This design comes from an exercise in tuning for small area and few clock cycles on the open sky130 flow, not from production work. At most, simulation tests tie the RTL to the original design; equivalence was not proved. Power is estimated from default activity; no workload was simulated.

v10:
// fusion_sequencer_top
module fusion_sequencer_top
(
    input  logic        clock,
    input  logic        reset,
    input  logic        go_i,
    input  logic [15:0] input_word_i,
    input  logic [15:0] weight_word_i,
    output logic [11:0] input_addr_o,
    output logic [11:0] weight_addr_o,
    output logic [11:0] out_addr_o,
    output logic [15:0] out_data_o,
    output logic        out_write_o,
    output logic        finish_o
);
For scale: ~650 cells after synthesis, about 89 I/O pins, ~7600 µm² of cells after synthesis.
Settings: LEC_CHECK=0, CAP_MARGIN=20, CORE_MARGIN=2, CORE_UTILIZATION=70, GPL_ROUTABILITY_DRIVEN=0, GPL_TIMING_DRIVEN=0, SLEW_MARGIN=20; clock period 6.0 ns.
standard.sh (not shown) runs the stock make flow with config.mk's settings and CLKGATE_MAP_FILE= SYNTH_SCRIPT=/design/flow/synth_recipe.tcl, a recipe that flattens the netlist after the stock synthesis.
==> flow/flow/run.sh <==
#!/bin/bash
# The standard layout, with these changes:
# - Yosys's generic synthesis skips its quick ABC pass (synth -noabc), so that
#   extract_fa still sees the adder tree as written and maps it to full
#   adders without inverters between them; the technology-mapping ABC pass
#   later in the script runs flow/abc.script, an area-oriented mapping.
# - Port buffers come from flow/ports.tcl, run before global placement
#   (global placement is not timing driven, so nothing removes them).
# - Clock tree synthesis uses clkbuf_8 clock buffers and no dummy loads.
set -euo pipefail
sed 's/yosys synth -nofsm -noshare /yosys synth -nofsm -noshare -noabc /' synth_recipe.tcl > flow_synth.tcl
grep -q -- '-noabc' flow_synth.tcl
# The technology-mapping ABC pass runs flow/abc.script, an area-oriented
# mapping, in place of ORFS's delay-oriented script
cat > flow_abc.tcl <<EOF2
proc abc {args} {
  set i [lsearch \$args -script]
  lset args [expr {\$i + 1}] $PWD/flow/abc.script
  yosys abc {*}\$args
}
EOF2
cat flow_abc.tcl flow_synth.tcl > flow_synth2.tcl
mv flow_synth2.tcl flow_synth.tcl
sed "s#SYNTH_SCRIPT=[^ ]*#SYNTH_SCRIPT=$PWD/flow_synth.tcl#" standard.sh > flow_standard.sh
# Adders use Yosys's own Brent-Kung carry network, not ORFS's Kogge-Stone
# extra map (any non-empty SYNTH_OPERATIONS_ARGS replaces it)
export SYNTH_OPERATIONS_ARGS=-nofsm
export DONT_BUFFER_PORTS=1
export PRE_GLOBAL_PLACE_TCL="$PWD/flow/ports.tcl"
export CTS_ARGS="-sink_clustering_enable -repair_clock_nets -buf_list {sky130_fd_sc_hd__clkbuf_8} -dont_use_dummy_load"
bash flow_standard.sh > flow_standard.log 2>&1
==> flow/flow/abc.script <==
&get -n
&st
&dch
&nf -R 30
&put
topo
stime -c
==> flow/flow/ports.tcl <==
# Synthesis buffers go, as the standard flow removes them before placement.
remove_buffers

# Port buffers, one per port as the standard flow places them: a buffer
# sized for the fanout on each input, the smallest buffer on each output
# (its load is the 0.01 pF port load).
buffer_ports -inputs -buffer_cell sky130_fd_sc_hd__buf_1
buffer_ports -outputs -buffer_cell sky130_fd_sc_hd__buf_1
Testbench counts of v10, summed over its fixed seeds: cycles 26,114.
Here is what was changed in the inputs of v33 compared with v10.
diff --git a/flow/design.v b/flow/design.v
--- a/flow/design.v
+++ b/flow/design.v
@@ -109,19 +109,20 @@
 `timescale 1ns/1ns
 `default_nettype none
 module brick_array
 (
     input  logic [15:0] a,
     input  logic [15:0] b,
     input  logic [15:0] acc,
     input  logic        p8,
     input  logic        p4,
-    output logic [15:0] sum
+    output logic [15:0] row0,
+    output logic [15:0] row1
 );
     wire p2  = ~(p8 | p4);
     wire p84 = p8 | p4;
     wire p42 = ~p8;
     wire p82 = ~p4;
     wire ga_0_g842 = a[0];
     wire pp0 = ga_0_g842 & b[0];
     wire pp1 = (ga_0_g842 & b[1]) ^ p2;
     wire ga_0_g84 = a[0] & p84;
@@ -677,60 +678,66 @@
     wire s158 = s129 ^ c144 ^ s145;
     wire c158 = (s129 & c144) | (s129 & s145) | (c144 & s145);
     wire s159 = s131 ^ c145 ^ s146;
     wire c159 = (s131 & c145) | (s131 & s146) | (c145 & s146);
     wire s160 = c131 ^ s147 ^ c146;
     wire c160 = (c131 & s147) | (c131 & c146) | (s147 & c146);
     wire s161 = c133 ^ s148 ^ c147;
     wire c161 = (c133 & s148) | (c133 & c147) | (s148 & c147);
     wire s162 = acc[15] ^ c134 ^ c148;
-    wire [15:0] row0 = {c161, c160, c159, c158, c157, c156, c155, c154, c153, c152, c151, c150, hc4, hc3, c149, s149};
-    wire [15:0] row1 = {s162, s161, s160, s159, s158, s157, s156, s155, s154, s153, s152, s151, s150, hs4, hs3, 1'b0};
-    assign sum = row0 + row1;
+    assign row0 = {c161, c160, c159, c158, c157, c156, c155, c154, c153, c152, c151, c150, hc4, hc3, c149, s149};
+    assign row1 = {s162, s161, s160, s159, s158, s157, s156, s155, s154, s153, s152, s151, s150, hs4, hs3, 1'b0};
 endmodule
 `default_nettype wire
 `timescale 1ns/1ns
 `default_nettype none
 module output_accumulator
 (
     input  logic                             clock,
     input  logic                             reset,
     input  logic                             go_i,
     input  logic                             data_i,
     input  logic                             last_i,
-    input  logic [fusion_pkg::WORD_W-1:0]    sum_i,
+    input  logic [fusion_pkg::WORD_W-1:0]    row0_i,
+    input  logic [fusion_pkg::WORD_W-1:0]    row1_i,
     output logic [fusion_pkg::WORD_W-1:0]    acc_o,
     output logic [fusion_pkg::ADDR_W-1:0]    out_addr_o,
     output logic [fusion_pkg::WORD_W-1:0]    out_data_o,
     output logic                             out_write_o
 );
     logic [fusion_pkg::WORD_W-1:0] acc_q;
+    logic                          carry_q;
     logic [fusion_pkg::ADDR_W-1:0] addr_q;
     logic                          write_q;
     logic                          cont_q;
+    logic [8:0]                    sum_lo;
+    logic [7:0]                    sum_hi;
     assign acc_o = cont_q ? acc_q : '0;
+    assign sum_lo = {1'b0, row0_i[7:0]} + {1'b0, row1_i[7:0]};
+    assign sum_hi = row0_i[15:8] + row1_i[15:8] + {7'd0, cont_q && carry_q};
     always_ff @(posedge clock)
     begin
-        acc_q  <= sum_i;
-        cont_q <= data_i && !last_i;
+        acc_q   <= {sum_hi, sum_lo[7:0]};
+        carry_q <= sum_lo[8];
+        cont_q  <= data_i && !last_i;
         if (reset || !go_i)
         begin
             addr_q  <= '0;
             write_q <= 1'b0;
         end
         else
         begin
             write_q <= data_i && last_i;
             addr_q  <= addr_q + {11'd0, write_q};
         end
     end
     assign out_addr_o  = addr_q;
-    assign out_data_o  = acc_q;
+    assign out_data_o  = {acc_q[15:8] + {7'd0, carry_q}, acc_q[7:0]};
     assign out_write_o = write_q;
 endmodule
 `default_nettype wire
 `timescale 1ns/1ns
 `default_nettype none
 module fusion_sequencer_top
 (
     input  logic        clock,
     input  logic        reset,
@@ -745,19 +752,20 @@
     output logic        finish_o
 );
     logic [fusion_pkg::ADDR_W-1:0] read_addr;
     logic                          cfg_load;
     logic                          data;
     logic                          last;
     logic                          p8;
     logic                          p4;
     logic [fusion_pkg::WORD_W-1:0] acc;
-    logic [fusion_pkg::WORD_W-1:0] sum;
+    logic [fusion_pkg::WORD_W-1:0] row0;
+    logic [fusion_pkg::WORD_W-1:0] row1;
     assign input_addr_o  = read_addr;
     assign weight_addr_o = read_addr;
     set_controller set_controller_inst (
         .clock        (clock),
         .reset        (reset),
         .go_i         (go_i),
         .input_word_i (input_word_i),
         .read_addr_o  (read_addr),
         .cfg_load_o   (cfg_load),
@@ -772,25 +780,27 @@
         .p8_o         (p8),
         .p4_o         (p4)
     );
     brick_array brick_array_inst (
         .a   (input_word_i),
         .b   (weight_word_i),
         .acc (acc),
         .p8  (p8),
         .p4  (p4),
-        .sum (sum)
+        .row0 (row0),
+        .row1 (row1)
     );
     output_accumulator output_accumulator_inst (
         .clock       (clock),
         .reset       (reset),
         .go_i        (go_i),
         .data_i      (data),
         .last_i      (last),
-        .sum_i       (sum),
+        .row0_i      (row0),
+        .row1_i      (row1),
         .acc_o       (acc),
         .out_addr_o  (out_addr_o),
         .out_data_o  (out_data_o),
         .out_write_o (out_write_o)
     );
 endmodule
 `default_nettype wire
### Flow results
Non-clock buffer count: lower on v10. The final reports for v33 and v10 show maximum frequency higher in the former. Of v33 and v10, it is v33 that has the higher post-route worst setup slack. Between v10 and v33, the flow reports power consumption decreasing by more than 10%. Changes observed in v33 relative to v10: routed length per placed instance moved down, count of state elements after synthesis moved up. Looking at vertical die dimension, v33 sits 0.78% above v10.
Function not checked in v33: the RTL went through the layout flow alone.

[re-timing with driven ports]
Ports are ideal in the flow. The routed layouts listed here were re-timed in OpenROAD. Step 1 (the two cells are an assumption about what drives the block):
set clk [get_ports {clock}]
set_driving_cell -lib_cell sky130_fd_sc_hd__clkbuf_16 $clk
set_driving_cell -lib_cell sky130_fd_sc_hd__buf_2 [delete_from_list [all_inputs] $clk]
Step 2, shift: input delay + t, output delay - t, t = (earliest + latest rising clock arrival at the registers) / 2. This alone moves slack from input paths to output paths. a / b / c = ideal / step 1 / step 2; a / b = the first two.
| run | t (ns) | setup WS [ns] | latest minus earliest clock arrival (ns) |
|---|---|---|---|
| v10 | 0.398 | 0.077 / 0.090 / -0.308 | 0.018 / 0.018 |
| v33 | 0.380 | 0.137 / 0.131 / -0.249 | 0.020 / 0.020 |
With both steps, setup timing fails in v10 and v33, where it was met with ideal ports. For v33, which loses most, drivers alone change the setup slack by -0.006 ns; drivers and shift together by -0.386 ns.
